This is an optimization exercise on Yosys and OpenROAD, whose aim is small area and a short achievable clock period, not a production implementation.
RTL that was checked went through simulation tests only; none was proved equivalent to the original.
For runs 1 to 5, only the layout was checked, not whether the RTL still works.
No driver is modelled on the clock port, so clocking that relies on it looks cheaper here than on a real chip.
Power figures rest on the tool's default switching activity, not on a simulated workload.

$ cat flow/run.sh
#!/bin/bash
# synth_recipe.tcl (not shown) runs the flow's synth.tcl, then flattens the netlist and writes it again
# the make line also repeats each setting of config.mk as NAME=value (left out here)
make -C /OpenROAD-flow-scripts/flow DESIGN_CONFIG=/design/flow/config.mk WORK_HOME=/design/flow/orfs CLKGATE_MAP_FILE= SYNTH_SCRIPT=/design/flow/synth_recipe.tcl finish
$ cat flow/design.v
module dmem_responder #(
    parameter int ADDR_W  = 6,
    parameter int LATENCY = 2
) (
    input  logic        clk,
    input  logic        rst,
    input  logic        memreq,
    input  logic        memwrite,
    input  logic [31:0] dataadr,
    input  logic [31:0] writedata,
    output logic [31:0] readdata,
    output logic        ready,
    output logic        busy,
    output logic        err
);
    localparam int NR = 16;      
    logic busy_q, s1_q, s2_q, rdy_q, err_q;
    logic busy_o, rdy_o;         
    logic [31:0] rd_q;
    logic wr_q, mis_q;
    logic [5:0] idx_q;
    logic [31:0] wd_q;
    logic accept;
    assign accept = !busy_q && memreq;
    always_ff @(posedge clk) begin
        if (rst) begin
            busy_q <= 1'b0;
            busy_o <= 1'b0;
            s1_q <= 1'b0;
            s2_q <= 1'b0;
            rdy_q <= 1'b0;
            rdy_o <= 1'b0;
        end else begin
            busy_q <= accept || s1_q || s2_q;
            busy_o <= (!busy_o && memreq) || s1_q || s2_q;
            s1_q <= accept;
            s2_q <= s1_q;
            rdy_q <= s2_q;
            rdy_o <= s2_q && busy_o;
        end
    end
    logic [5:0] idx_n;
    assign idx_n = busy_q ? idx_q : dataadr[7:2];
    always_ff @(posedge clk) begin
        if (!busy_q) begin
            wr_q <= memwrite;
            mis_q <= |dataadr[1:0];
            wd_q <= writedata;
        end
        idx_q <= idx_n;
    end
    logic unused_adr;
    assign unused_adr = ^dataadr[31:8];
    logic [1:0] ph, ph_n;
    assign ph_n = ph + 2'd1;
    always_ff @(posedge clk) ph <= ph_n;
    logic [31:0] wbuf;
    logic [5:0] widx;
    logic [1:0] wpos, ipos_q;
    logic pend, commit;
    logic inj_q;                 
    logic [NR-1:0] rinj_q;       
    logic [NR-1:0] keep_q;       
    logic inj_n;
    logic [3:0] ring_n;
    assign commit = rdy_q && wr_q && !mis_q && !rst;
    assign inj_n = (rdy_q ? commit : pend && !inj_q) && (rdy_q ? ipos_q : wpos) == 2'd2;
    assign ring_n = rdy_q ? idx_q[5:2] : widx[5:2];
    always_ff @(posedge clk) begin
        pend <= rdy_q ? commit : pend && !inj_q;
        if (rdy_q) begin
            wbuf <= wd_q;
            widx <= idx_q;
        end
        wpos <= 2'((rdy_q ? ipos_q : wpos) + 2'd1);
        inj_q <= inj_n;
        for (int r = 0; r < NR; r++) begin
            rinj_q[r] <= inj_n && ring_n == 4'(r);
            keep_q[r] <= !(inj_n && ring_n == 4'(r));
        end
    end
    logic [NR-1:0][31:0] p0, p1, p2, p3;
    always_ff @(posedge clk) begin
        for (int r = 0; r < NR; r++) begin
            p0[r] <= ({32{rinj_q[r]}} & wbuf) | ({32{keep_q[r]}} & p3[r]);
            p1[r] <= p0[r];
            p2[r] <= p1[r];
            p3[r] <= p2[r];
        end
    end
    logic [1:0] pos_n;
    assign pos_n = 2'(idx_n[1:0] + ph_n);
    logic [2*NR-1:0] seln_q;     
    always_ff @(posedge clk) begin
        ipos_q <= pos_n;
        for (int r = 0; r < NR; r++) begin
            seln_q[2*r] <= !(idx_n[5:2] == 4'(r) && pos_n == 2'd0);
            seln_q[2*r+1] <= !(idx_n[5:2] == 4'(r) && pos_n == 2'd2);
        end
    end
    logic [31:0] tapv, hold_q;
    always_comb begin
        tapv = '1;
        for (int r = 0; r < NR; r++)
            tapv = tapv & ({32{seln_q[2*r]}} | p0[r]) & ({32{seln_q[2*r+1]}} | p2[r]);
    end
    logic use_w_q, use_t_q, use_h_q;
    logic fwd;
    assign fwd = pend && widx == idx_q;
    always_ff @(posedge clk) begin
        use_w_q <= !rst && s1_q && !mis_q && fwd;
        use_t_q <= !rst && s1_q && !mis_q && !fwd && ipos_q[0];
        use_h_q <= !rst && s1_q && !mis_q && !fwd && !ipos_q[0];
        hold_q <= tapv;
        err_q <= !rst && s2_q && mis_q;
        rd_q <= {32{!rst}} & (({32{use_w_q}} & wbuf) | ({32{use_t_q}} & tapv) | ({32{use_h_q}} & hold_q));
    end
    assign ready = rdy_o;
    assign busy = busy_o;
    assign err = err_q;
    assign readdata = rd_q;
endmodule
$ cat flow/constraint.sdc
create_clock -name core_clock -period 5.0 [get_ports {clk}]
set_input_delay 1.0000 -clock core_clock [delete_from_list [all_inputs] [get_ports {clk}]]
set_output_delay 1.0000 -clock core_clock [all_outputs]
set_load 0.01 [all_outputs]
$ cat flow/config.mk
export PLATFORM = sky130hd
export DESIGN_NAME = dmem_responder
export DESIGN_NICKNAME = dmem_responder
export VERILOG_FILES = /design/flow/design.v
export SDC_FILE = /design/flow/constraint.sdc
export NUM_CORES = 4
export LEC_CHECK = 0
export CAP_MARGIN = 20
export CORE_MARGIN = 2
export CORE_UTILIZATION = 65
export CTS_CLUSTER_DIAMETER = 80
export CTS_CLUSTER_SIZE = 30
export PLACE_DENSITY = 0.75
export SETUP_SLACK_MARGIN = 2.85
export SLEW_MARGIN = 20
==> impl_results.md, run 1 <==
* Status: no timing/DRC/antenna violations
* Iteration count of the initial detailed-routing pass at 6
* GR peak layer: met2
* Area contributors post-synth: dfxtp_1 76%, a22o_1 7.8%, o22ai_1 5.5%, edfxtp_1 3.7%, clkbuf_1 1.8%
* CP max stage delay at 0.61 ns
* Crit path cell chain: buf_4 -> o22ai_1 -> nor2_1 -> nand4_1 -> o32ai_1
* Crit. Startpoint: seln_q[9]
* Clock transition at path regs at around 0.11 ns
* Clk sinks at 2,272
* Global-route wire length before repair at 231,000 um
* Setup tns final at 0 ns
* Routed WL per cell at around 32 um
* Worst path depth at 5
* Worst min path class: register to register
* Routed WL at between 150,000 and 200,000 um
* M2 GR Usage at a little under three fifths
* R2R Path Start: seln_q[9]
* Clock skew at 0.0226 ns
* Total grt overflow at 0
* CP delay by family, top: compound AO/OA/AOI/OAI gates
* Total of max-cap violations at 0
* Sequential area share after synthesis at about four fifths
* Pleak at 24.4 nW
* Slew headroom at 32.1%
* Slowest CP cell: dfxtp_4
* Nets at 4,134
* Syn Area/Cell at approximately 14 um2
* Vias per cell at 6.49
* Achievable Freq at 456 MHz
* Power Dens Cells at around 450 nW/um2
* Kind of critical path: register to register
* Core Area at just under 90,000 um2
* Area share of the largest cell type after synthesis at about three quarters
* Total Routing Usage GR at 36.1%
* Routed Antenna Nets at 0
* Worst Path Buf+Inv at 1
* DR iter-0 viols at roughly 4,400
* Worst vdd ir at about 0.00043 V
* Vias at 34,200
* Root buffer cell: clkbuf_16
* R2R setup slack at 2.81 ns
* Count leader, synth: dfxtp_1
* Io pins at 103
* CTS tree: yes
* DRC at 0
* Starting density of the core at between 60% and 70%
* Height of the die at 302 um
* Startpoint Class: register
* Largest net degree at the start of global routing at 38
* Total die area at 91,200 um2
* Ys flop type: dfxtp_1
* Crit-path max FO at 20
* CTS H-tree depth at 3
* YS warnings at 1
* Post-Synthesis Net Count at between 4,000 and 5,000
* Finished Cell Area at approximately 62,000 um2
* Yosys reg bits at 2,272
* Worst flop-to-flop path endpoint: rd_q[14]
* Mapped cell area at between 50,000 and 60,000 um2
* Number of synthesized flops with an enable pin at 72
* GPL Wtd Cong at 0.828
* Slew @ Worst Pin at 1.02 ns
* Final period demand of the worst path at around 2.2 ns
* # rows at 109
* Hold-fix buffers, CTS at 0
* Crit. End Element: register
* Synth async-reset ratio at 0%
* Final setup violation count at 0
* Commonest cells post-synth: 2,200 x dfxtp_1, 513 x a22o_1, 512 x o22ai_1
* Crit path to: rd_q[14]
* Worst skew pair latency at 0.70 ns
* Placed Area at 59,600 um2
* Initial antenna violation count at 1
* Clock Path Buffers at 3
* Tcrit/Tclk final at 43.9%
* Vias in the first global route at 33,200
* Port buffer count at 78
* Post-DP HPWL at roughly 88,000 um
* Met3 usage at 7.69%
* Final hold viol count at 0
* Share of cells above drive strength 1 at 8.22%
* FF-to-FF path depth at 5
* Die X at 302 um
* Crit path DAT at 2.74 ns
* RSZ-0062 raised after global routing: true
* Synth-to-layout area growth at 7.98%
* Largest area contributor in the netlist: dfxtp_1
* CTS Buf Count at 85
* Slew Viols, Final at 0
* Worst EP required at 5.55 ns
* Count of different cell masters after synthesis at 45
* Grt met1 use at ~49%
* Syn Inst Count at approximately 4,100
-- state kept, by name, indices dropped and copies added (netlist names), 512 cells and up --
name / count
p1: 512
p0: 512
p2: 512
p3: 512
-- power breakdown --
| group | total [mW] | internal (mW) | switching (mW) | leakage (nW) |
|---|---|---|---|---|
| combinational | 0.777 | 0.320 | 0.457 | 4.84 |
| clock | 8.49 | 3.31 | 5.18 | 1.15 |
| sequential | 18.8 | 18.5 | 0.239 | 18.4 |
-- metrics by stage --
stage                     hold WS [ns]  instances  utilization [%]  total power [mW]  setup WS [ns]
final                            0.321       5266             70.7              28.1           2.81
after global routing             0.333       5263             70.7              28.8           2.78
after CTS                        0.319       5254             70.4              28.0           2.77
after detailed placement         0.312       5129             67.5              19.9           2.03
after global placement           0.310       5129             67.5              19.9           2.01
after floorplan                  0.310       4092                -              19.6           2.85
-- layout by cell type, fill, tap and decap left out, types with 10 or more instances in the layout --
cell / instances
dfxtp_1: 2106
a22o_1: 513
o22ai_1: 512
nor2_1: 184
clkbuf_16: 88
nand2_1: 74
edfxtp_1: 72
nor4_1: 62
buf_4: 62
dfxtp_2: 60
clkdlybuf4s50_1: 42
buf_6: 34
dfxtp_4: 34
a22oi_1: 33
nand4_1: 27
o32ai_1: 26
clkbuf_1: 26
nand3_1: 13
buf_2: 10
-- routing by layer --
metal | up-vias | routed length [um]
met1 | 16800 | 66000
li1 | 14600 | -
met2 | 2173 | 74000
met4 | 0 | 10000
met3 | 519 | 18500
met5 | - | 0
-- worst min path at each step --
stage | from | end | slack (ns) | cells past startpoint
final | p1[288] | p2[288] | 0.32 | 0
after global routing | p1[329] | p2[329] | 0.33 | 0
after CTS | p1[288] | p2[288] | 0.32 | 0
after detailed placement | p1[481] | p2[481] | 0.31 | 0
after global placement | p1[387] | p2[387] | 0.31 | 0
after floorplan | p1[0] | p2[0] | 0.31 | 0
-- kinds of logic (layout without fill, tap and decap cells) --
kind of cell / count (synthesis) / count (layout) / synth area share [%]
other: 0 / 3 / 0
adders and majority gates: 2 / 2 / 0.0433
AOI/OAI and AO/OA: 1102 / 1102 / 14.4
and+or+nand+nor: 412 / 412 / 3.35
DFF: 2272 / 2272 / 80.0
buffers and inverters: 284 / 290 / 1.85
muxes: 12 / 12 / 0.221
xor gates and xnor gates: 8 / 8 / 0.147
-- area by class of cell --
class / instances / area (um2)
diodes: 3 / 7.51
flip-flops and latches: 2272 / 46400
inverters: 8 / 30.0
repair buffers: 161 / 1580
multi-input cells: 1536 / 10500
well taps: 1165 / 1460
clock inverters: 5 / 47.5
clock buffers: 116 / 2330
fillers: 5869 / 25900
-- worst reg2reg max path, stage by stage (launching register included) --
cell and delay [ns]:
dfxtp_4 0.61, buf_4 0.53, o22ai_1 0.25, nor2_1 0.13
nand4_1 0.13, o32ai_1 0.41
-- repair_timing --
| item | CTS | global route |
|---|---|---|
| gates resized for setup | 217 | 27 |
| endpoints found under the setup margin | 123 | 63 |
| buffers inserted | 4 | 9 |
==> inputs of run 2 (changes only) <==
--- a/flow/config.mk
+++ b/flow/config.mk
@@ -10,6 +10,7 @@
 export CORE_UTILIZATION = 65
 export CTS_CLUSTER_DIAMETER = 80
 export CTS_CLUSTER_SIZE = 30
+export GPL_TIMING_DRIVEN = 0
 export PLACE_DENSITY = 0.75
 export SETUP_SLACK_MARGIN = 2.85
 export SLEW_MARGIN = 20
==> run 2 against run 1 <==
  * Die area unchanged
  * Cell area increased by 1.2%
  * Area after synthesis unchanged
  * Total power increased by 0.27%
  * Combinational power increased by 22%
  * Synthesized cell count unchanged
  * Sequential cell count unchanged
  * Largest power group unchanged
==> impl_results.md, run 2 <==
* Largest net degree at the start of global routing at 32 (-16%)
* Port buffer count at 78 (unchanged)
* Initial antenna violation count at 7 (+6)
* Final setup violation count at 0 (unchanged)
* Worst flop-to-flop path endpoint: rd_q[16]
* Slew Viols, Final at 0 (unchanged)
* Largest area contributor in the netlist: dfxtp_1
* Hold Path Sink: p2[252]
* Kind of critical path: register to register
* R2R setup slack at 2.64 ns (-0.17 ns)
* # rows at 109 (unchanged)
* Hold depth at 0 (unchanged)
* Crit. End Element: register
* Routed WL per cell at 33.0 um (+3.0%)
* Area contributors post-synth: dfxtp_1 76%, a22o_1 7.8%, o22ai_1 5.5%, edfxtp_1 3.7%, clkbuf_1 1.8%
* Routed WL at 180,000 um (+6.9%)
* Clock skew at 0.0209 ns (-0.00174 ns)
* Total Routing Usage GR at 39.0% (+3.0 points)
* Clk sinks at 2,272 (unchanged)
* Vias at 36,200 (+5.9%)
* CTS tree: yes
* Yosys reg bits at 2,272 (unchanged)
* Worst skew pair latency at 0.69 ns (about the same)
* Power Dens Cells at 446 nW/um2 (-0.90%)
* Compound-Gate Fraction of Synth Area at 14.4% (unchanged)
* FF-to-FF path depth at 3 (-2)
* Worst EP required at 5.56 ns (about the same)
* Syn Area/Cell at 14.1 um2 (unchanged)
* Mapped cell area at 57,700 um2 (unchanged)
* Vias in the first global route at 34,600 (+4.4%)
* Count of different cell masters after synthesis at 45 (unchanged)
* Root buffer cell: clkbuf_16
* Share of cells above drive strength 1 at 8.08% (-0.14 points)
* Commonest non-fill, non-tap cells in the layout: 2,178 x dfxtp_1, 513 x a22o_1, 512 x o22ai_1
* RSZ-0062 raised after global routing: true
* Clock transition at path regs at 0.11 ns (about the same)
* Crit path DAT at 2.93 ns (+0.19 ns)
* GPL Wtd Cong at 0.931 (+12%)
* Achievable Freq at 423 MHz (-7.2%)
* CTS Buf Count at 85 (unchanged)
* Pleak at 24.8 nW (+1.5%)
* Routed Antenna Nets at 0 (unchanged)
* Total of max-cap violations at 0 (unchanged)
* Global-route wire length before repair at 248,000 um (+7.1%)
* Synth-to-layout area growth at 9.26%
* Worst min path class: register to register
* Post-Synth Adder-Cell Area at 0.0433% (unchanged)
* Commonest cells post-synth: 2,200 x dfxtp_1, 513 x a22o_1, 512 x o22ai_1
* Core Area at 88,200 um2 (unchanged)
* Hold Startpoint: p1[252]
* Syn Inst Count at 4,092 (unchanged)
* Vias per cell at 6.62 (+2.1%)
* Total grt overflow at 0 (unchanged)
* Setup tns final at 0 ns (unchanged)
* Final period demand of the worst path at 2.36 ns (+0.169 ns)
* Count leader, synth: dfxtp_1
* Clock Path Buffers at 3 (unchanged)
* Io pins at 103 (unchanged)
* Height of the die at 302 um (unchanged)
* DR iter-0 viols at 4,955 (+13%)
* Number of synthesized flops with an enable pin at 72 (unchanged)
* Post-DP HPWL at 113,000 um (+28%)
* Die X at 302 um (unchanged)
* Starting density of the core at 65.4% (unchanged)
* YS warnings at 1 (unchanged)
* Iteration count of the initial detailed-routing pass at 8 (+2)
* Multiplexer area fraction after synthesis at 0.221% (unchanged)
* Post-Synth XOR/XNOR Area at 0.147% (unchanged)
* Slew @ Worst Pin at 1.33 ns (+0.311 ns)
* Post-Synth Simple-Gate Area at 3.35% (unchanged)
* CTS H-tree depth at 3 (unchanged)
* DRC at 0 (unchanged)
* Startpoint Class: register
* Status: no timing/DRC/antenna violations
* Largest family of logic cells by synthesized area: compound AO/OA/AOI/OAI gates
* Worst vdd ir at 0.000376 V (-12%)
* Commonest non-fill, non-tap cell in the layout: dfxtp_1
* R2R Path Start: use_h_q
* Slew headroom at 11.4% (-21 points)
* Final total power at 28.1 mW (+0.27%)
* Sequential area share after synthesis at 80.0% (unchanged)
* Final worst slack at 2.64 ns (-0.169 ns)
* Synth async-reset ratio at 0% (unchanged)
* Post-Synthesis Net Count at 4,162 (unchanged)
* Post-Place Worst Slack at 0.714 ns (-1.31 ns)
* Area share of the largest cell type after synthesis at 76.3% (unchanged)
* Tcrit/Tclk final at 47.3% (+3.4 points)
* Crit-path max FO at 10 (-50%)
* Total die area at 91,200 um2 (unchanged)
* Final hold viol count at 0 (unchanged)
* Filler Cell Count at 5,918 (+0.83%)
* Ys flop type: dfxtp_1
* Nets at 4,342 (+5.0%)
## run 2: per-layer routing
metal | up-vias | global-route usage (%) | wire, um
met2 | 2599 | 56.0 | 75400
met3 | 653 | 11.4 | 22800
met5 | - | 0.569 | 154
met4 | 18 | 22.3 | 12000
li1 | 15000 | - | -
met1 | 17900 | 53.1 | 69900
## run 2: worst max-delay path by stage
stage	start	endpoint	slack [ns]	depth (start not counted)
after floorplan	dataadr[2]	seln_q[3]	2.85	5
after global placement	rst	rd_q[9]	0.68	5
after detailed placement	rst	rd_q[16]	0.71	5
after CTS	seln_q[27]	rd_q[16]	2.70	5
after global routing	seln_q[22]	rd_q[20]	2.74	6
final	use_h_q	rd_q[16]	2.64	3
## run 2: layout make-up
cell class	count	area, um2	share of cell area, %
repair buffers	92	881	1.40
multi-input cells	1537	10800	17.1
clock inverters	1	8.76	0.0139
well taps	1165	1460	2.31
diodes	5	12.5	0.0198
flip-flops and latches	2272	46200	73.3
clock buffers	108	2300	3.64
inverters	8	32.5	0.0516
plain buffers	276	1370	2.17
## run 2: repair_timing
item	4_1_cts	5_1_grt
endpoints found under the setup margin	167	105
pin swaps	1	2
cloned	1	0
gates resized for setup	315	99
setup buffers	3	0
hold buffers	0	0
## run 2: power breakdown
| group | internal (mW) | switching, mW |
|---|---|---|
| clock network | 3.28 | 5.20 |
| logic | 0.343 | 0.601 |
| registers | 18.6 | 0.155 |
## run 2: kinds of logic after synthesis
family,Yosys count
compound gates,1102
xor+xnor,8
fa+ha+maj,2
buf+inv,284
flops,2272
mux,12
simple gates,412
## run 2: critical path, cell delays in order (launching register included)
cell and delay, ns:
dfxtp_1 0.73, clkbuf_1 0.98, a22oi_1 0.26, o32ai_4 0.26
## run 2: per-stage QoR
stage               hold slack (ns)  cells  util (%)  cell area [um2]
floorplan                     0.310   4092         -            57800
global placement              0.310   5335      68.0            60000
detailed placement            0.312   5344      68.2            60200
CTS                           0.326   5457      71.2            62800
global route                  0.332   5459      71.5            63100
finish                        0.324   5464      71.5            63100
==> inputs of run 3 (changes only) <==
--- a/flow/config.mk
+++ b/flow/config.mk
@@ -10,7 +10,7 @@
 export CORE_UTILIZATION = 65
 export CTS_CLUSTER_DIAMETER = 80
 export CTS_CLUSTER_SIZE = 30
-export GPL_TIMING_DRIVEN = 0
+export GPL_ROUTABILITY_DRIVEN = 0
 export PLACE_DENSITY = 0.75
 export SETUP_SLACK_MARGIN = 2.85
 export SLEW_MARGIN = 20
==> run 3 against run 2 <==
  * Utilization shrank 0.84 points
  * First-iteration DRC count shrank 11%
  * Maximum frequency grew 7.7%
  * Largest power group unchanged
  * Die area is the same
  * Total power shrank 0.27%
  * Register-to-register slack gained 0.17 ns
  * Count of clock-buffer cells in the layout grew 8
  * Synthesized cell count is the same
  * Critical path type unchanged
  * Largest cell class unchanged
  * Global-route usage shrank 3.0 points
  * Critical path depth grew 2
  * Area after synthesis is the same
  * Via count shrank 5.6%
==> impl_results.md, run 3 <==
* Largest area contributor in the netlist: dfxtp_1
* Count of different cell masters after synthesis at 45 (unchanged)
* Worst min path class: register to register
* Routed WL at 169,000 um (-6.5%)
* Vias at 34,200 (-5.6%)
* Initial antenna violation count at 1 (-6)
* Hold depth at 0 (unchanged)
* CTS H-tree depth at 3 (unchanged)
* Vias per cell at 6.49 (-2.0%)
* Crit. End Element: register
* Tcrit/Tclk final at 43.9% (-3.4 points)
* Io pins at 103 (unchanged)
* Synth-to-layout area growth at 7.98%
* DR iter-0 viols at 4,388 (-11%)
* Routed Antenna Nets at 0 (unchanged)
* Commonest non-fill, non-tap cells in the layout: 2,106 x dfxtp_1, 513 x a22o_1, 512 x o22ai_1
* YS warnings at 1 (unchanged)
* Filler Cell Count at 5,869 (-0.83%)
* Hold Startpoint: p1[288]
* Worst EP required at 5.55 ns (about the same)
* Multiplexer area fraction after synthesis at 0.221% (unchanged)
* Height of the die at 302 um (unchanged)
* Post-Synth Adder-Cell Area at 0.0433% (unchanged)
* Clock Path Buffers at 3 (unchanged)
* Clk sinks at 2,272 (unchanged)
* Routed WL per cell at 32.0 um (-3.0%)
* Post-Synthesis Net Count at 4,162 (unchanged)
* Clock skew at 0.0226 ns (+0.00174 ns)
* Commonest non-fill, non-tap cell in the layout: dfxtp_1
* Post-Synth Simple-Gate Area at 3.35% (unchanged)
* Power Dens Cells at 450 nW/um2 (+0.91%)
* Compound-Gate Fraction of Synth Area at 14.4% (unchanged)
* Port buffer count at 78 (unchanged)
* Mapped cell area at 57,700 um2 (unchanged)
* Hold Path Sink: p2[288]
* Area of the multi-input gates at 10,500 um2 (-2.7%)
* Crit path DAT at 2.74 ns (-0.19 ns)
* Startpoint Class: register
* Setup tns final at 0 ns (unchanged)
* Number of synthesized flops with an enable pin at 72 (unchanged)
* Area share of the largest cell type after synthesis at 76.3% (unchanged)
* Status: no timing/DRC/antenna violations
* Die X at 302 um (unchanged)
* Syn Inst Count at 4,092 (unchanged)
* Crit-path max FO at 20 (+10)
* FF-to-FF path depth at 5 (+2)
* Starting density of the core at 65.4% (unchanged)
* Ys flop type: dfxtp_1
* Post-Synth XOR/XNOR Area at 0.147% (unchanged)
* Syn Area/Cell at 14.1 um2 (unchanged)
* Placed Area at 59,600 um2 (-0.99%)
* Largest family of logic cells by synthesized area: compound AO/OA/AOI/OAI gates
* Total of max-cap violations at 0 (unchanged)
* Worst skew pair latency at 0.70 ns (about the same)
* Total Routing Usage GR at 36.1% (-3.0 points)
* Share of cells above drive strength 1 at 8.22% (+0.14 points)
* Slew Viols, Final at 0 (unchanged)
* Total die area at 91,200 um2 (unchanged)
* Kind of critical path: register to register
* DRC at 0 (unchanged)
* Final period demand of the worst path at 2.19 ns (-0.169 ns)
* Post-DP HPWL at 88,500 um (-22%)
* R2R Path Start: seln_q[9]
* Count leader, synth: dfxtp_1
* Vias in the first global route at 33,200 (-4.2%)
* Worst flop-to-flop path endpoint: rd_q[14]
* Achievable Freq at 456 MHz (+7.7%)
* Commonest cells post-synth: 2,200 x dfxtp_1, 513 x a22o_1, 512 x o22ai_1
* Slew @ Worst Pin at 1.02 ns (-0.311 ns)
* Core Area at 88,200 um2 (unchanged)
* CTS Buf Count at 85 (unchanged)
* Root buffer cell: clkbuf_16
* CTS tree: yes
* Area contributors post-synth: dfxtp_1 76%, a22o_1 7.8%, o22ai_1 5.5%, edfxtp_1 3.7%, clkbuf_1 1.8%
* Largest net degree at the start of global routing at 38 (+19%)
* # rows at 109 (unchanged)
* Global-route wire length before repair at 231,000 um (-6.6%)
* Worst vdd ir at 0.000426 V (+13%)
* Slew headroom at 32.1% (+21 points)
* Storage cell area at 46,400 um2 (+0.37%)
* Synth async-reset ratio at 0% (unchanged)
* Finished Cell Area at 62,300 um2 (-1.2%)
* Pleak at 24.4 nW (-1.5%)
* Total grt overflow at 0 (unchanged)
* Nets at 4,134 (-4.8%)
* RSZ-0062 raised after global routing: true
* Sequential area share after synthesis at 80.0% (unchanged)
* Iteration count of the initial detailed-routing pass at 6 (-2)
* R2R setup slack at 2.81 ns (+0.17 ns)
* Final hold viol count at 0 (unchanged)
* Clock transition at path regs at 0.11 ns (about the same)
* Final setup violation count at 0 (unchanged)
* Yosys reg bits at 2,272 (unchanged)
-- run 3: cell counts after synthesis --
No cell type changed its count.
-- run 3: through the flow --
stage               cells  util [%]  power, mW  hold WS [ns]  setup WS (ns)
CTS                  5254      70.4       28.0         0.319           2.77
global route         5263      70.7       28.8         0.333           2.78
floorplan            4092         -       19.6         0.310           2.85
finish               5266      70.7       28.1         0.321           2.81
detailed placement   5129      67.5       19.9         0.312           2.03
global placement     5129      67.5       19.9         0.310           2.01
-- run 3: worst max-delay path by stage --
stage	cells after the start	endpoint	start	slack (ns)
2_1_floorplan	5	seln_q[3]	dataadr[2]	2.85
3_3_place_gp	6	rinj_q[10]	rst	2.01
3_5_place_dp	6	rinj_q[13]	rst	2.03
4_1_cts	1	readdata[18]	rd_q[18]	2.77
5_1_grt	1	readdata[10]	rd_q[10]	2.78
6_report	5	rd_q[14]	seln_q[9]	2.81
-- run 3: worst max-delay path, cell delays in order, from the launching register on --
cell and delay, ns:
dfxtp_4 0.61, buf_4 0.52, o22ai_1 0.22, nor2_1 0.13, nand4_1 0.13, o32ai_1 0.41
-- run 3: timing repair --
item | in CTS | in global routing
setup endpoints to repair | 123 | 63
buffers inserted | 4 | 9
gates resized for setup | 217 | 27
cloned | 0 | 0
hold buffers | 0 | 0
-- run 3: cell families after synthesis --
family / after synthesis
simple gates: 412
buf+inv: 284
flops: 2272
xor+xnor: 8
compound gates: 1102
mux: 12
fa+ha+maj: 2
-- run 3: layout make-up --
class / count / share of cell area [%]
diodes: 3 / 0.0120
clock buffers: 116 / 3.73
clock inverters: 5 / 0.0763
inverters: 8 / 0.0482
multi-input cells: 1536 / 16.8
flip-flops and latches: 2272 / 74.4
well taps: 1165 / 2.34
repair buffers: 161 / 2.53
-- run 3: per-layer routing --
metal	global-route usage (%)	wire length, um	vias up
li1	-	-	14600
met1	48.8	66000	16800
met3	7.69	18500	519
met4	18.9	10000	0
met5	0	0	-
met2	55.1	74000	2173
-- run 3: report_power, final --
| group | switching (mW) | internal (mW) | leakage [nW] |
|---|---|---|---|
| registers | 0.239 | 18.5 | 18.4 |
| logic | 0.457 | 0.320 | 4.84 |
| clock network | 5.18 | 3.31 | 1.15 |
| total | 5.88 | 22.2 | 24.4 |
==> inputs of run 4 (changes only) <==
--- a/flow/design.v
+++ b/flow/design.v
@@ -104,16 +104,15 @@
         for (int r = 0; r < NR; r++)
             tapv = tapv & ({32{seln_q[2*r]}} | p0[r]) & ({32{seln_q[2*r+1]}} | p2[r]);
     end
-    logic use_w_q, use_t_q, use_h_q;
+    logic use_w_q, use_r_q;
     logic fwd;
     assign fwd = pend && widx == idx_q;
     always_ff @(posedge clk) begin
         use_w_q <= !rst && s1_q && !mis_q && fwd;
-        use_t_q <= !rst && s1_q && !mis_q && !fwd && ipos_q[0];
-        use_h_q <= !rst && s1_q && !mis_q && !fwd && !ipos_q[0];
+        use_r_q <= !rst && s1_q && !mis_q && !fwd;
         hold_q <= tapv;
         err_q <= !rst && s2_q && mis_q;
-        rd_q <= {32{!rst}} & (({32{use_w_q}} & wbuf) | ({32{use_t_q}} & tapv) | ({32{use_h_q}} & hold_q));
+        rd_q <= {32{!rst}} & (({32{use_w_q}} & wbuf) | ({32{use_r_q}} & hold_q & tapv));
     end
     assign ready = rdy_o;
     assign busy = busy_o;
--- a/flow/config.mk
+++ b/flow/config.mk
@@ -10,7 +10,6 @@
 export CORE_UTILIZATION = 65
 export CTS_CLUSTER_DIAMETER = 80
 export CTS_CLUSTER_SIZE = 30
-export GPL_ROUTABILITY_DRIVEN = 0
 export PLACE_DENSITY = 0.75
 export SETUP_SLACK_MARGIN = 2.85
 export SLEW_MARGIN = 20
==> run 4 against run 3 <==
  * Count of clock-buffer cells in the layout down 3
  * Synthesized cell count down 1.0%
  * Sequential cell count down 1
  * Largest cell class unchanged
  * Worst setup slack worse by 0.027 ns
  * Total power up 1.0%
  * Via count down 0.16%
  * Sequential share of layout area about the same
  * Sequential power about the same
==> impl_results.md, run 4 <==
* Synth async-reset ratio at 0% (unchanged)
* Vias at 34,100 (-0.16%)
* Core Area at 88,000 um2 (-0.31%)
* Area contributors post-synth: dfxtp_1 77%, a22o_1 7.8%, o22ai_1 5.6%, edfxtp_1 3.8%, clkbuf_1 1.6%
* Worst min path class: register to register
* Total die area at 90,800 um2 (-0.44%)
* Clock Path Buffers at 3 (unchanged)
* Vias in the first global route at 32,800 (-1.1%)
* Final setup violation count at 0 (unchanged)
* Die X at 301 um (-0.22%)
* Iteration count of the initial detailed-routing pass at 6 (unchanged)
* Routed WL at 171,000 um (+1.6%)
* Status: no timing/DRC/antenna violations
* Final Util at 70.9% (+0.23 points)
* Routed Antenna Nets at 0 (unchanged)
* GPL Wtd Cong at between 0.8 and 0.9
* Synth-to-layout area growth at 8.48%
* Power Dens Cells at 455 nW/um2 (+1.0%)
* CTS H-tree depth at 3 (unchanged)
* Syn Inst Count at 4,051 (-1.0%)
* DRC at 0 (unchanged)
* Starting density of the core at 65.3% (-0.089 points)
* Routed WL per cell at 32.6 um (+2.0%)
* Tcrit/Tclk final at 44.4% (+0.54 points)
* Clock skew at 0.0323 ns (+0.00966 ns)
* Slew @ Worst Pin at 0.967 ns (-0.0516 ns)
* # rows at 109 (unchanged)
* Sequential area share after synthesis at 80.3% (+0.32 points)
* Commonest non-fill, non-tap cell in the layout: dfxtp_1
* Crit path DAT at 2.84 ns (+0.10 ns)
* Kind of critical path: register to register
* YS warnings at 1 (unchanged)
* Post-Synthesis Net Count at 4,121 (-0.99%)
* Startpoint Class: register
* Largest area contributor in the netlist: dfxtp_1
* RSZ-0062 raised after global routing: true
* Vias per cell at 6.50 (+0.17%)
* Total grt overflow at 0 (unchanged)
* Pleak at 24.6 nW (+0.63%)
* Yosys reg bits at 2,271 (-0.044%)
* Post-DP HPWL at 90,600 um (+2.4%)
* CTS tree: yes
* Hold-fix buffers, CTS at 0 (unchanged)
* Largest net degree at the start of global routing at 35 (-7.9%)
* Commonest cells post-synth: 2,199 x dfxtp_1, 515 x a22o_1, 514 x o22ai_1
* Share of cells above drive strength 1 at 8.55% (+0.32 points)
* Achievable Freq at 450 MHz (-1.2%)
* Ys flop type: dfxtp_1
* Final hold viol count at 0 (unchanged)
* Worst EP required at 5.62 ns (+0.07 ns)
* Crit. End Element: register
* Port buffer count at 78 (unchanged)
* DR iter-0 viols at 4,593 (+4.7%)
* Number of synthesized flops with an enable pin at 72 (unchanged)
* Nets at 4,120 (-0.34%)
* Commonest non-fill, non-tap cells in the layout: 2,108 x dfxtp_1, 515 x a22o_1, 514 x o22ai_1
* Slew headroom at 35.5% (+3.4 points)
* Crit-path max FO at 19 (-5.0%)
* Total Routing Usage GR at 37.1% (+1.0 points)
* Clock transition at path regs at 0.11 ns (about the same)
* Worst vdd ir at 0.000427 V (+0.17%)
* CTS Buf Count at 86 (+1.2%)
* Total of max-cap violations at 0 (unchanged)
* Io pins at 103 (unchanged)
* Count of different cell masters after synthesis at 43 (-4.4%)
* Height of the die at 301 um (-0.22%)
* Mapped cell area at 57,500 um2 (-0.44%)
* Worst skew pair latency at 0.69 ns (about the same)
* Setup tns final at 0 ns (unchanged)
* Global-route wire length before repair at 235,000 um (+1.8%)
* Count leader, synth: dfxtp_1
* Final period demand of the worst path at 2.22 ns (+0.0270 ns)
* Syn Area/Cell at 14.2 um2 (+0.56%)
* Area share of the largest cell type after synthesis at 76.6% (+0.31 points)
* Root buffer cell: clkbuf_16
* Clk sinks at 2,271 (-0.044%)
* Slew Viols, Final at 0 (unchanged)
* Initial antenna violation count at 1 (unchanged)
-- run 4: cell types whose count changed after synthesis, sizes merged, moves of 5 or more --
cell	delta
buf	+13
nor2	-5
o32ai	-24
a32o	+32
or2	-7
o31ai	-6
a22oi	-32
clkbuf	-18
nand2	+12
-- run 4: kinds of logic after synthesis --
logic type               Yosys count  synth area share, %
adder cells (fa/ha/maj)            2               0.0435
buffers and inverters            278                 1.87
AND/OR/NAND/NOR                  410                 3.31
XOR/XNOR                           8                0.150
flip-flops                      2271                 80.3
AO/OA/AOI/OAI                   1076                 14.2
multiplexers                       6                0.118
-- run 4: critical path, stage by stage (launching register included) --
cell and delay (ns):
dfxtp_4 0.73, buf_4 0.48, o22ai_1 0.16, nor2_1 0.18
nand4_1 0.12, nor2_1 0.22, a32o_1 0.20
-- run 4: final cells by class --
type,instances,area [um2]
antenna,1,2.50
clock inverter,8,81.3
multi-input combinational,1502,10300
clock buffer,113,2330
sequential,2271,46400
fill,5806,25600
inverter,7,26.3
timing repair buffer,182,1800
tap,1165,1460
-- run 4: worst paths after layout --
kind | from | end | cells past startpoint | slack [ns]
setup / recovery | seln_q[1] | rd_q[27] | 6 | 2.78
hold reg to reg | p1[259] | p2[259] | 0 | 0.32
setup reg to reg | seln_q[1] | rd_q[27] | 6 | 2.78
hold / removal | p1[259] | p2[259] | 0 | 0.32
-- run 4: routing by layer --
| layer | global-route usage [%] | wire (um) | vias up |
|---|---|---|---|
| li1 | - | - | 14500 |
| met1 | 49.1 | 65400 | 16800 |
| met2 | 57.5 | 76900 | 2218 |
| met3 | 7.39 | 18400 | 566 |
| met4 | 20.6 | 10500 | 2 |
| met5 | 0 | 8 | - |
-- run 4: report_power, final --
part,total [mW],internal [mW],switching (mW)
sequential,19.0,18.7,0.280
combinational,0.803,0.346,0.457
clock,8.57,3.34,5.23
-- run 4: through the flow --
stage               setup WS [ns]  hold WS (ns)  instance area, um2  cells  total power [mW]
floorplan                    2.82         0.310               57500   4051              19.8
global placement             2.02         0.310               59300   5092              20.1
detailed placement           1.99         0.312               59300   5092              20.1
CTS                          2.77         0.322               62100   5228              28.3
global route                 2.79         0.328               62400   5248              29.1
finish                       2.78         0.323               62400   5249              28.3
-- run 4: what timing repair did --
action / 4_1_cts / 5_1_grt
buffers inserted: 15 / 20
endpoints found under the hold margin: 0 / 0
gates cloned: 0 / 0
gates resized for setup: 231 / 20
endpoints found under the setup margin: 137 / 83
==> inputs of run 5 (changes only) <==
--- a/flow/config.mk
+++ b/flow/config.mk
@@ -7,9 +7,9 @@
 export LEC_CHECK = 0
 export CAP_MARGIN = 20
 export CORE_MARGIN = 2
-export CORE_UTILIZATION = 65
+export CORE_UTILIZATION = 70
 export CTS_CLUSTER_DIAMETER = 80
 export CTS_CLUSTER_SIZE = 30
-export PLACE_DENSITY = 0.75
+export PLACE_DENSITY = 0.8
 export SETUP_SLACK_MARGIN = 2.85
 export SLEW_MARGIN = 20
==> run 5 against run 4 <==
  * Die area down 7.0%
  * Sequential cell count unchanged
  * Sequential share of layout area rose by 0.081 points
  * Largest power group unchanged
  * Critical path depth unchanged
  * Critical endpoint is now rd_q[20]
  * First-iteration DRC count grew 6.7%
  * Final cell count down 1.7%
==> impl_results.md, run 5 <==
* Startpoint Class: register
* Sequential area share after synthesis at 80.3% (unchanged)
* Final worst slack at 2.81 ns (+0.0275 ns)
* Total of max-cap violations at 0 (unchanged)
* Min Hold Slack at 0.329 ns (+0.00604 ns)
* Slew @ Worst Pin at 0.903 ns (-0.0641 ns)
* Status: no timing/DRC/antenna violations
* Mapped cell area at 57,500 um2 (unchanged)
* DR iter-0 viols at 4,902 (+6.7%)
* Height of the die at 291 um (-3.6%)
* Crit-path max FO at 19 (unchanged)
* Kind of critical path: register to register
* Pleak at 24.6 nW (+0.18%)
* Clk sinks at 2,271 (unchanged)
* Layout Cells excl Fill at 5,161 (-1.7%)
* Syn Area/Cell at 14.2 um2 (unchanged)
* Post-Place Worst Slack at 1.89 ns (-0.109 ns)
* R2R Path Start: seln_q[3]
* Total grt overflow at 0 (unchanged)
* CTS H-tree depth at 3 (unchanged)
* Largest net degree at the start of global routing at 35 (unchanged)
* Final total power at 28.3 mW (-0.11%)
* Worst vdd ir at 0.000320 V (-25%)
* Routed WL at 172,000 um (+0.53%)
* Starting density of the core at 70.3% (+5.0 points)
* Hold Path Sink: p2[86]
* Hold-fix buffers, CTS at 0 (unchanged)
* Commonest cells post-synth: 2,199 x dfxtp_1, 515 x a22o_1, 514 x o22ai_1
* Die X at 291 um (-3.6%)
* Clock skew at 0.0236 ns (-0.00862 ns)
* Commonest non-fill, non-tap cell in the layout: dfxtp_1
* Flop pwr share at 67.0% (about the same)
* Crit path DAT at 2.82 ns (-0.02 ns)
* Wl on met1 at 63,800 um (-2.5%)
* Commonest non-fill, non-tap cells in the layout: 2,111 x dfxtp_1, 515 x a22o_1, 514 x o22ai_1
* Count of different cell masters after synthesis at 43 (unchanged)
* Finished Cell Area at 62,300 um2 (-0.12%)
* Core Area at 81,700 um2 (-7.1%)
* Tcrit/Tclk final at 43.9% (-0.55 points)
* Gate power share at 2.9% (about the same)
* Worst skew pair latency at 0.69 ns (about the same)
* Routed WL per cell at 33.4 um (+2.2%)
* Ys flop type: dfxtp_1
* Nets at 4,130 (+0.24%)
* Share of cells above drive strength 1 at 8.56% (+0.012 points)
* Final Util at 76.2% (+5.3 points)
* Wire length on met3 at 21,600 um (+17%)
* Vias per cell at 6.74 (+3.8%)
* Io pins at 103 (unchanged)
* Synth-to-layout area growth at 8.35%
* Power Dens Cells at 455 nW/um2 (about the same)
* Worst EP required at 5.63 ns (about the same)
* Port buffer count at 78 (unchanged)
* Clock Path Buffers at 3 (unchanged)
* Count leader, synth: dfxtp_1
* Slew headroom at 39.8% (+4.3 points)
* Synth async-reset ratio at 0% (unchanged)
* Setup tns final at 0 ns (unchanged)
* Final period demand of the worst path at 2.19 ns (-0.0275 ns)
* Final setup violation count at 0 (unchanged)
* CTS tree: yes
* Clock transition at path regs at 0.11 ns (about the same)
* Routed wl met2 at 75,000 um (-2.5%)
* Iteration count of the initial detailed-routing pass at 6 (unchanged)
* # rows at 105 (-3.7%)
* Sw Share at 21.0% (-0.043 points)
* Root buffer cell: clkbuf_16
* Post-DP HPWL at 87,500 um (-3.4%)
* GPL Wtd Cong at 0.831 (-1.3%)
* Crit. End Element: register
* RSZ-0062 raised after global routing: true
* Number of synthesized flops with an enable pin at 72 (unchanged)
* Yosys reg bits at 2,271 (unchanged)
* Syn Inst Count at 4,051 (unchanged)
* Filler Cell Count at 4,764 (-18%)
* Placed Area at 59,200 um2 (-0.21%)
* Total Routing Usage GR at 39.1% (+2.0 points)
* Worst min path class: register to register
* Slew Viols, Final at 0 (unchanged)
* Initial antenna violation count at 5 (+4)
* Area contributors post-synth: dfxtp_1 77%, a22o_1 7.8%, o22ai_1 5.6%, edfxtp_1 3.8%, clkbuf_1 1.6%
* Routed Antenna Nets at 0 (unchanged)
* Hold Startpoint: p1[86]
* Largest area contributor in the netlist: dfxtp_1
* Clock power share at 30.0% (-0.2 points)
* Sw Pwr at 5.95 mW (-0.31%)
* FF-to-FF path depth at 6 (unchanged)
* Worst flop-to-flop path endpoint: rd_q[20]
* R2R setup slack at 2.81 ns (+0.03 ns)
* Cell internal pwr at 22.4 mW (about the same)
* YS warnings at 1 (unchanged)
* Top layer used by detailed routing: met5
* Hold depth at 0 (unchanged)
* Total die area at 84,400 um2 (-7.0%)
* Post-Synthesis Net Count at 4,121 (unchanged)
* Vias in the first global route at 33,500 (+2.2%)
* Vias at 34,800 (+2.0%)
* Global-route wire length before repair at 235,000 um (-0.31%)
* Final hold viol count at 0 (unchanged)
* Area share of the largest cell type after synthesis at 76.6% (unchanged)
* Achievable Freq at 456 MHz (+1.3%)
* DRC at 0 (unchanged)
* Post-Place Cells at 4,998 (-1.8%)
* CTS Buf Count at 85 (-1.2%)
run 5: cell counts after synthesis:
Identical to the previous run, type by type.
run 5: worst max path at each step:
stage / startpoint / endpoint / slack [ns] / cells after the start
4_1_cts: rd_q[20] / readdata[20] / 2.77 / 1
3_3_place_gp: rst / rd_q[6] / 1.93 / 4
6_report: seln_q[3] / rd_q[20] / 2.81 / 6
3_5_place_dp: rst / rd_q[6] / 1.89 / 4
5_1_grt: rd_q[20] / readdata[20] / 2.79 / 1
2_1_floorplan: dataadr[3] / seln_q[24] / 2.82 / 5
run 5: worst max-delay path: stages (launching register included):
cell and delay [ns]:
dfxtp_4 0.73, buf_4 0.45, o22ai_1 0.15, nor4_1 0.19, nand3_1 0.14, nor2_1 0.23
a32o_1 0.20
run 5: what timing repair did:
item | 4_1_cts | 5_1_grt
resized for setup | 223 | 17
setup buffers | 18 | 27
hold endpoints to repair | 0 | 0
setup endpoints to repair | 137 | 69
run 5: power by group through the flow:
stage	sequential, mW	clock, mW	combinational, mW
finish	19.0	8.51	0.832
global route	19.0	9.08	0.875
CTS	19.0	8.44	0.772
detailed placement	19.4	0	0.740
global placement	19.4	0	0.715
floorplan	19.2	0	0.532
run 5: area by class of cell:
cell class                 instances  area, um2  area share, %
sequential                      2271      46400           74.5
multi-input combinational       1502      10300           16.5
clock buffer                     115       2340           3.76
timing repair buffer             193       1910           3.06
tap                             1070       1340           2.15
inverter                           7       26.3         0.0422
clock inverter                     1       6.26         0.0100
antenna                            2       5.00        0.00804
run 5: kinds of logic (layout without fill, tap and decap cells):
group                    after synthesis  count (layout)  share of synthesized area, %
AO/OA/AOI/OAI                       1076            1076                          14.2
XOR/XNOR                               8               8                         0.150
adder cells (fa/ha/maj)                2               2                        0.0435
buffers and inverters                278             316                          1.87
flip-flops                          2271            2271                          80.3
multiplexers                           6               6                         0.118
other                                  0               2                             0
AND/OR/NAND/NOR                      410             410                          3.31
run 5: routing by layer:
metal / vias to the layer above / global-route usage, %
met2: 2631 / 59.2
met1: 16900 / 51.2
met5: - / 0
met3: 705 / 9.27
li1: 14500 / -
met4: 12 / 24.4
==> inputs of run 6 (changes only) <==
--- a/flow/design.v
+++ b/flow/design.v
@@ -57,17 +57,17 @@
     logic [31:0] wbuf;
     logic [5:0] widx;
     logic [1:0] wpos, ipos_q;
-    logic pend, commit;
+    logic pend;
     logic inj_q;                 
     logic [NR-1:0] rinj_q;       
     logic [NR-1:0] keep_q;       
-    logic inj_n;
+    logic inj, inj_n;
     logic [3:0] ring_n;
-    assign commit = rdy_q && wr_q && !mis_q && !rst;
-    assign inj_n = (rdy_q ? commit : pend && !inj_q) && (rdy_q ? ipos_q : wpos) == 2'd2;
+    assign inj = inj_q && pend;
+    assign inj_n = (rdy_q ? wr_q && !mis_q : pend && !inj) && (rdy_q ? ipos_q : wpos) == 2'd2;
     assign ring_n = rdy_q ? idx_q[5:2] : widx[5:2];
     always_ff @(posedge clk) begin
-        pend <= rdy_q ? commit : pend && !inj_q;
+        pend <= rdy_q ? wr_q && !mis_q && !rst : pend && !inj;
         if (rdy_q) begin
             wbuf <= wd_q;
             widx <= idx_q;
@@ -82,7 +82,7 @@
     logic [NR-1:0][31:0] p0, p1, p2, p3;
     always_ff @(posedge clk) begin
         for (int r = 0; r < NR; r++) begin
-            p0[r] <= ({32{rinj_q[r]}} & wbuf) | ({32{keep_q[r]}} & p3[r]);
+            p0[r] <= ({32{rinj_q[r] && pend}} & wbuf) | ({32{keep_q[r] || !pend}} & p3[r]);
             p1[r] <= p0[r];
             p2[r] <= p1[r];
             p3[r] <= p2[r];
@@ -104,15 +104,16 @@
         for (int r = 0; r < NR; r++)
             tapv = tapv & ({32{seln_q[2*r]}} | p0[r]) & ({32{seln_q[2*r+1]}} | p2[r]);
     end
-    logic use_w_q, use_r_q;
+    logic use_w_q, use_t_q, use_h_q;
     logic fwd;
     assign fwd = pend && widx == idx_q;
     always_ff @(posedge clk) begin
         use_w_q <= !rst && s1_q && !mis_q && fwd;
-        use_r_q <= !rst && s1_q && !mis_q && !fwd;
+        use_t_q <= !rst && s1_q && !mis_q && !fwd && ipos_q[0];
+        use_h_q <= !rst && s1_q && !mis_q && !fwd && !ipos_q[0];
         hold_q <= tapv;
         err_q <= !rst && s2_q && mis_q;
-        rd_q <= {32{!rst}} & (({32{use_w_q}} & wbuf) | ({32{use_r_q}} & hold_q & tapv));
+        rd_q <= {32{!rst}} & (({32{use_w_q}} & wbuf) | ({32{use_t_q}} & tapv) | ({32{use_h_q}} & hold_q));
     end
     assign ready = rdy_o;
     assign busy = busy_o;
==> flow/flow/run.sh (new file) <==
#!/bin/bash
# Standard ORFS layout, with one hook before clock tree synthesis that moves
# each output port's buffer next to the flip-flop driving it.
set -euo pipefail
here=$(pwd)
bash standard.sh "PRE_CTS_TCL=$here/flow/pre_cts.tcl" finish > standard.log 2>&1
==> flow/flow/pre_cts.tcl (new file) <==
# Before clock tree synthesis: put each output port's buffer next to the
# flip-flop that drives it, so the flip-flop sees a short wire and the
# (larger) port buffer drives the long wire to the pin. Then legalize.
set block [ord::get_db_block]
set moved 0
foreach bt [$block getBTerms] {
  if {[$bt getIoType] != "OUTPUT"} continue
  set net [$bt getNet]
  set buf ""
  foreach it [$net getITerms] { if {[$it isOutputSignal]} { set buf [$it getInst] } }
  if {$buf == ""} continue
  set src ""
  foreach it [$buf getITerms] {
    if {![$it isInputSignal]} continue
    set n2 [$it getNet]
    if {$n2 == "NULL"} continue
    foreach it2 [$n2 getITerms] { if {[$it2 isOutputSignal]} { set src [$it2 getInst] } }
  }
  if {$src == ""} continue
  set loc [$src getLocation]
  $buf setLocation [lindex $loc 0] [lindex $loc 1]
  incr moved
}
puts "pre_cts: moved $moved output buffers next to their drivers"
detailed_placement
==> flow/standard.sh (new file) <==
#!/bin/bash
# synth_recipe.tcl (not shown) runs the flow's synth.tcl, then flattens the netlist and writes it again
# the make line also repeats each setting of config.mk as NAME=value (left out here)
make -C /OpenROAD-flow-scripts/flow DESIGN_CONFIG=/design/flow/config.mk WORK_HOME=/design/flow/orfs CLKGATE_MAP_FILE= SYNTH_SCRIPT=/design/flow/synth_recipe.tcl "${@:-finish}"
--- a/flow/config.mk
+++ b/flow/config.mk
@@ -7,9 +7,9 @@
 export LEC_CHECK = 0
 export CAP_MARGIN = 20
 export CORE_MARGIN = 2
-export CORE_UTILIZATION = 70
+export CORE_UTILIZATION = 65
 export CTS_CLUSTER_DIAMETER = 80
 export CTS_CLUSTER_SIZE = 30
-export PLACE_DENSITY = 0.8
+export PLACE_DENSITY = 0.75
 export SETUP_SLACK_MARGIN = 2.85
 export SLEW_MARGIN = 20
removed: flow/run.sh
==> run 6 against run 5 <==
  * Critical path type unchanged
  * Critical path depth decreased by 1
  * Maximum frequency decreased by 0.31%
  * Combinational power decreased by 8.4%
  * Still clean on timing, DRC and antenna
  * Critical endpoint is now rd_q[24]
  * Via count increased by 2.0%
  * Die area increased by 8.6%
  * Sequential cell count increased by 1
  * Worst hold slack got worse by 0.0041 ns
  * Utilization decreased by 4.8 points
  * Routed wire length increased by 2.1%
  * Clock skew increased by 0.013 ns
  * Highest routed layer is now met4
  * Synthesized cell count increased by 2.4%
  * Area after synthesis increased by 0.97%
==> impl_results.md, run 6 <==
* Power Dens Cells at 443 nW/um2 (-2.5%)
* Worst min path class: register to register
* Hold Startpoint: p1[148]
* Area share of the largest cell type after synthesis at 75.9% (-0.70 points)
* Synth async-reset ratio at 0% (unchanged)
* Syn Area/Cell at 14.0 um2 (-1.4%)
* Achievable Freq at 455 MHz (-0.31%)
* Clk sinks at 2,272 (+0.044%)
* Area of the multi-input gates at 10,800 um2 (+5.1%)
* DR iter-0 viols at 4,715 (-3.8%)
* Post-Synth XOR/XNOR Area at 0.147% (-0.0036 points)
* Storage cell area at 46,400 um2 (about the same)
* Cell internal pwr at 22.1 mW (-1.4%)
* Syn Inst Count at 4,149 (+2.4%)
* Final hold viol count at 0 (unchanged)
* Clock skew at 0.0365 ns (+0.0128 ns)
* Port buffer count at 78 (unchanged)
* Number of synthesized flops with an enable pin at 72 (unchanged)
* Vias in the first global route at 33,700 (+0.49%)
* Crit path DAT at 2.73 ns (-0.09 ns)
* Compound-Gate Fraction of Synth Area at 14.4% (+0.21 points)
* Routed WL at 176,000 um (+2.1%)
* Ys flop type: dfxtp_1
* Worst Path Buf+Inv at 1 (unchanged)
* Tcrit/Tclk final at 44.0% (+0.14 points)
* Filler Cell Count at 5,864 (+23%)
* Worst EP required at 5.53 ns (-0.10 ns)
* Final setup violation count at 0 (unchanged)
* Worst flop-to-flop path endpoint: rd_q[24]
* Largest area contributor in the netlist: dfxtp_1
* Crit-path max FO at 21 (+2)
* RSZ-0062 raised after global routing: true
* Slew Viols, Final at 0 (unchanged)
* GPL Wtd Cong at 0.837 (+0.78%)
* Post-Synthesis Net Count at 4,219 (+2.4%)
* Kind of critical path: register to register
* Hold Path Sink: p2[148]
* FF-to-FF path depth at 5 (-1)
* Routed Antenna Nets at 0 (unchanged)
* Placed Area at 59,800 um2 (+1.1%)
* Total Routing Usage GR at 37.3% (-1.8 points)
* Global-route wire length before repair at 239,000 um (+1.7%)
* Io pins at 103 (unchanged)
* Sequential area share after synthesis at 79.6% (-0.74 points)
* Iteration count of the initial detailed-routing pass at 6 (unchanged)
* Vias at 35,500 (+2.0%)
* Count of different cell masters after synthesis at 47 (+9.3%)
* Commonest non-fill, non-tap cells in the layout: 2,138 x dfxtp_1, 513 x a22o_1, 512 x o22ai_1
* Worst vdd ir at 0.000429 V (+34%)
* Worst skew pair latency at 0.71 ns (+0.02 ns)
* Pleak at 24.8 nW (+0.82%)
* Largest net degree at the start of global routing at 46 (+31%)
* R2R setup slack at 2.80 ns (about the same)
* Routed WL per cell at 32.9 um (-1.6%)
* Setup tns final at 0 ns (unchanged)
* Crit. End Element: register
* Slew @ Worst Pin at 0.998 ns (+0.0952 ns)
* Yosys reg bits at 2,272 (+0.044%)
* Total die area at 91,700 um2 (+8.6%)
* DRC at 0 (unchanged)
* Area contributors post-synth: dfxtp_1 76%, a22o_1 7.7%, o22ai_1 5.5%, edfxtp_1 3.7%, clkbuf_1 1.7%
* Height of the die at 303 um (+4.2%)
* Multiplexer area fraction after synthesis at 0.147% (+0.029 points)
* Total grt overflow at 0 (unchanged)
* Post-Synth Simple-Gate Area at 3.69% (+0.38 points)
* Clock transition at path regs at 0.11 ns (about the same)
* Crit path cell chain: buf_6 -> o22ai_1 -> nor4_1 -> nand2_1 -> o32ai_1
* Total of max-cap violations at 0 (unchanged)
* Initial antenna violation count at 4 (-1)
* Slew headroom at 33.5% (-6.3 points)
* Flop pwr share at 66.5% (-0.5 points)
* Commonest cells post-synth: 2,200 x dfxtp_1, 513 x a22o_1, 512 x o22ai_1
* CTS Buf Count at 86 (+1.2%)
* Post-DP HPWL at 92,200 um (+5.3%)
* Hold-fix buffers, CTS at 0 (unchanged)
* Gate power share at 2.7% (-0.2 points)
* Sw Pwr at 5.90 mW (-0.85%)
* CP delay by family, top: flip-flops
* Hold depth at 0 (unchanged)
* Nets at 4,214 (+2.0%)
* Final period demand of the worst path at 2.20 ns (+0.00690 ns)
* # rows at 109 (+3.8%)
* CP max stage delay at 0.71 ns (-0.02 ns)
* YS warnings at 1 (unchanged)
* Share of cells above drive strength 1 at 8.92% (+0.36 points)
* Largest family of logic cells by synthesized area: compound AO/OA/AOI/OAI gates
* Starting density of the core at 65.7% (-4.7 points)
* Slowest CP cell: dfxtp_2
* Mapped cell area at 58,000 um2 (+0.97%)
* Count leader, synth: dfxtp_1
* Vias per cell at 6.63 (-1.7%)
* Finished Cell Area at 63,100 um2 (+1.3%)
* Clock power share at 30.8% (+0.8 points)
* Startpoint Class: register
* Sw Share at 21.1% (+0.092 points)
* R2R Path Start: seln_q[20]
* Die X at 303 um (+4.2%)
* Core Area at 88,400 um2 (+8.1%)
* Status: no timing/DRC/antenna violations
* CTS tree: yes
* Post-Synth Adder-Cell Area at 0.0431% (-0.00042 points)
* Commonest non-fill, non-tap cell in the layout: dfxtp_1
* Synth-to-layout area growth at 8.68%
## run 6: per-layer routing
metal	routed length (um)	global-route usage (%)	part of all wire, %	vias up
met3	20600	8.69	12	572
met2	76900	55.6	44	2514
li1	-	-	-	14900
met4	10300	21.9	5.8	0
met1	68000	50.2	39	17500
met5	0	0	0	-
## run 6: power by group through the flow
stage / registers [mW] / logic (mW) / clock network [mW]
5_1_grt: 18.6 / 0.813 / 9.20
4_1_cts: 18.6 / 0.709 / 8.54
2_1_floorplan: 18.9 / 0.474 / 0
6_report: 18.6 / 0.762 / 8.60
3_5_place_dp: 19.0 / 0.662 / 0
3_3_place_gp: 19.0 / 0.648 / 0
## run 6: per-stage QoR
stage	std cells	hold WS (ns)	util [%]	total power, mW	worst slack (ns)
floorplan	4149	0.310	-	19.4	2.85
global placement	5171	0.310	67.7	19.7	2.19
detailed placement	5171	0.312	67.7	19.7	2.18
CTS	5324	0.324	70.9	27.8	2.60
global route	5347	0.336	71.4	28.6	2.78
finish	5351	0.325	71.4	28.0	2.80
## run 6: how the worst max path moves through the flow
stage / startpoint / endpoint / depth (start not counted)
finish: seln_q[20] / rd_q[24] / 5
global route: rd_q[22] / readdata[22] / 1
floorplan: dataadr[2] / seln_q[3] / 5
detailed placement: dataadr[2] / seln_q[17] / 6
CTS: pend / p0[300] / 4
global placement: dataadr[2] / seln_q[28] / 6
## run 6: timing repair
action                                  CTS  global route
endpoints found under the setup margin  535           293
gates cloned                              0             1
resized for setup                       234            36
setup buffers                            27            22
## run 6: cell type report
| type | instances | area share, % |
|---|---|---|
| clock inverters | 6 | 0.129 |
| repair buffers | 201 | 3.16 |
| well taps | 1165 | 2.31 |
| flip-flops and latches | 2272 | 73.5 |
| multi-input cells | 1575 | 17.1 |
| diodes | 4 | 0.0159 |
| inverters | 8 | 0.0476 |
| clock buffers | 120 | 3.72 |
## run 6: logic make-up (layout without fill, tap and decap cells)
| group | Yosys count | count (layout) |
|---|---|---|
| multiplexers | 8 | 8 |
| flip-flops | 2272 | 2272 |
| XOR/XNOR | 8 | 9 |
| buffers and inverters | 303 | 335 |
| adder cells (fa/ha/maj) | 2 | 2 |
| AND/OR/NAND/NOR | 447 | 447 |
| AO/OA/AOI/OAI | 1109 | 1109 |
| other | 0 | 4 |

re-timing with driven ports:
The flow's constraints put no driver on any port. The routed layouts listed below were extracted and timed again, unchanged, in two steps. Step 1 assumes that a clkbuf_16 drives the clock port and a buf_2 every other input. Step 2 also shifts input and output timing later by t, the mid clock arrival at the registers, as if the neighbouring blocks saw the same clock. Three values: no drivers, after step 1, after step 2; two values: the first two.
run	t (ns)	setup WS [ns]	worst data-port slew with drivers (ns)
run 1	0.761	2.807 / 2.734 / 2.153	0.06
run 2	0.750	2.637 / 2.637 / 2.098	0.04
run 3	0.761	2.807 / 2.734 / 2.153	0.06
run 4	0.746	2.780 / 2.744 / 2.280	0.04
run 5	0.750	2.807 / 2.740 / 2.177	0.04
run 6	0.762	2.801 / 2.742 / 2.078	0.09
After both steps every run listed still meets setup and hold. For run 6, which loses most, drivers alone change the setup slack by -0.059 ns; drivers and shift together by -0.723 ns.
